This design comes from an exercise in tuning for small area, a short achievable clock period and few clock cycles per item on the open sky130 flow, not from production work.
Only simulation tests tie the RTL to the original design; equivalence was not proved.
No activity file was given, so power comes from the tool's default toggle rates.

Setup of oak:
Design csa_multiplier, start of the top module:
module csa_multiplier (
    input  logic        clk,
    input  logic        rst_n,
    input  logic        in_valid,
    input  logic [15:0] x,
    input  logic [15:0] y,
    output logic        out_valid,
    output logic [31:0] product
);
    logic [4:1] vld;    
    logic [15:0] xr;
    logic [7:0]  b_one, b_two, b_neg;    
    logic        yr15;
    logic [7:0]  e_one, e_two, e_neg;
    logic [16:0] ye;
    logic t1_c0_0;
    logic t1_c0_1;
    logic t1_c1_0;
    logic t1_c2_0;
    logic t1_c3_0;
    logic t1_c4_0;
    logic t1_c4_1;
    logic t1_c4_2;
    logic t1_c5_0;
    logic t1_c5_1;
    logic t1_c6_0;
    logic t1_c6_1;
    logic t1_c7_0;
    logic t1_c7_1;
    logic t1_c8_0;
    logic t1_c8_1;
    logic t1_c9_0;
    logic t1_c9_1;
    logic t1_c9_2;
    logic t1_c9_3;
    logic t1_c10_0;
    logic t1_c10_1;
    logic t1_c10_2;
    logic t1_c11_0;
    logic t1_c11_1;
    logic t1_c11_2;
    logic t1_c12_0;
    logic t1_c12_1;
    logic t1_c12_2;
    logic t1_c13_0;
    logic t1_c13_1;
    logic t1_c13_2;
    logic t1_c13_3;
    logic t1_c13_4;
    logic t1_c14_0;
    logic t1_c14_1;
    logic t1_c14_2;
    logic t1_c14_3;
    logic t1_c15_0;
    logic t1_c15_1;
    logic t1_c15_2;
    logic t1_c15_3;
    logic t1_c16_0;
    logic t1_c16_1;
    logic t1_c16_2;
    logic t1_c16_3;
    logic t1_c16_4;
    logic t1_c17_0;
    logic t1_c17_1;
    logic t1_c17_2;
    logic t1_c17_3;
    logic t1_c18_0;
    logic t1_c18_1;
    logic t1_c18_2;
  ...
Size in the first run: ~230 flip-flops.
==> flow/config.mk <==
export PLATFORM = sky130hd
export DESIGN_NAME = csa_multiplier
export DESIGN_NICKNAME = csa_multiplier
export VERILOG_FILES = /design/flow/design.v
export SDC_FILE = /design/flow/constraint.sdc
export NUM_CORES = 4
export LEC_CHECK = 0
export CAP_MARGIN = 20
export CORE_MARGIN = 2
export CORE_UTILIZATION = 40
export CTS_CLUSTER_DIAMETER = 80
export CTS_CLUSTER_SIZE = 24
export SETUP_SLACK_MARGIN = 4.3
export SLEW_MARGIN = 20
export TNS_END_PERCENT = 0
==> flow/constraint.sdc <==
create_clock -name core_clock -period 6.5 [get_ports {clk}]
set_input_delay 1.3000 -clock core_clock [delete_from_list [all_inputs] [get_ports {clk}]]
set_output_delay 1.3000 -clock core_clock [all_outputs]
set_load 0.01 [all_outputs]
standard.sh (not shown) runs the stock make flow with config.mk's settings and CLKGATE_MAP_FILE= SYNTH_SCRIPT=/design/flow/synth_recipe.tcl, a recipe that flattens the netlist after the stock synthesis.
==> flow/flow/run.sh <==
#!/bin/bash
# Own layout flow: the standard layout with two changes.
# 1. Synthesis: Yosys's synth runs with -noabc, so its early "abc -fast" pass
#    does not re-map the hand-written full/half adders before extract_fa maps
#    them to the library's fa/ha cells (no inverters between adders).
# 2. Port buffers: buffer_ports still gives every input and output port a
#    buffer, but uses the plain buffer named below instead of the delay cell
#    it picks by default.
# Everything else is the standard flow (standard.sh, ORFS make targets).
set -euo pipefail
here=$(pwd)
sed 's/yosys synth -nofsm -noshare /yosys synth -nofsm -noshare -noabc /' synth_recipe.tcl > noabc_synth.tcl
grep -q -- "-noabc" noabc_synth.tcl
export BUFFER_PORTS_ARGS="-buffer_cell sky130_fd_sc_hd__buf_1"
bash standard.sh SYNTH_SCRIPT="$here/noabc_synth.tcl" finish > "$here/flow_make.log" 2>&1
Both conditions hold for oak: the flow ran to the end and the final layout passed the timing, design-rule and antenna checks.
Testbench counts of oak, summed over its fixed seeds: cycles 12,024, items 12,000.
For pine, these inputs were changed with respect to oak:
Settings: an added PLACE_DENSITY of 0.8; a deleted TNS_END_PERCENT that had been 0.
Notes after the runs:
Compare oak and pine | clock skew higher: oak. Delta (pine minus oak): global-route wire length before repair has increased, total number of vias rose 3.5%, met1 usage in global routing dropped 1.4 points. The data arrival time of the critical path in pine was lower than what oak gave. In pine the final instance area turned out about 2.3% higher than in oak. pine vs. oak: overall power after layout climbed 0.00044 W; transition at the pin with the smallest max-transition slack lower. pine against oak: clock power went down 3.4%; area added between synthesis and finish now sits higher.
Setup changes, pine to birch
Settings: PLACE_DENSITY: 0.8 -> unset.
[summary]
- Timing, DRC, antenna: 0 failures across birch and pine
- Comparing birch and pine, the lower detailed-routed wire length on met2 was measured on birch.
- Cell area after layout of birch is on par with pine.
- From pine to birch the numbers moved as follows: register share of total power went up, global placer's final weighted congestion has decreased.
- birch: final worst setup slack higher than pine
- The instance area after placement was comparable across birch and pine.
- Delta (birch minus pine): total leakage power was more or less identical; clock network power consumption shows an increase of about 8%.
- Higher wire length of the first global-routing pass among birch and pine: pine
- Summary of birch over pine: maximum VDD drop went down 40 µV, highest clock rate went up 3.1 MHz.

-- what the ideal ports hide --
No port has a modelled driver above. Below, the same layouts with a new extraction and two added sets of constraints.
Step 1 (the two cells are an assumption about what drives the block):
set clk [get_ports {clk}]
set_driving_cell -lib_cell sky130_fd_sc_hd__clkbuf_16 $clk
set_driving_cell -lib_cell sky130_fd_sc_hd__buf_2 [delete_from_list [all_inputs] $clk]
Step 2 also shifts input and output timing later by t, the mid clock arrival at the registers, as if the neighbouring blocks saw the same clock.
Slacks: ideal / step 1 / step 2; pairs: ideal / step 1.
run	t, ns	setup WS [ns]	hold slack, ns
oak	0.536	4.201 / 4.198 / 4.201	0.331 / 0.331 / 0.331
pine	0.528	4.255 / 4.208 / 4.277	0.322 / 0.322 / 0.322
birch	0.518	4.271 / 4.241 / 4.271	0.332 / 0.332 / 0.332
After both steps setup and hold are still met in every run listed.
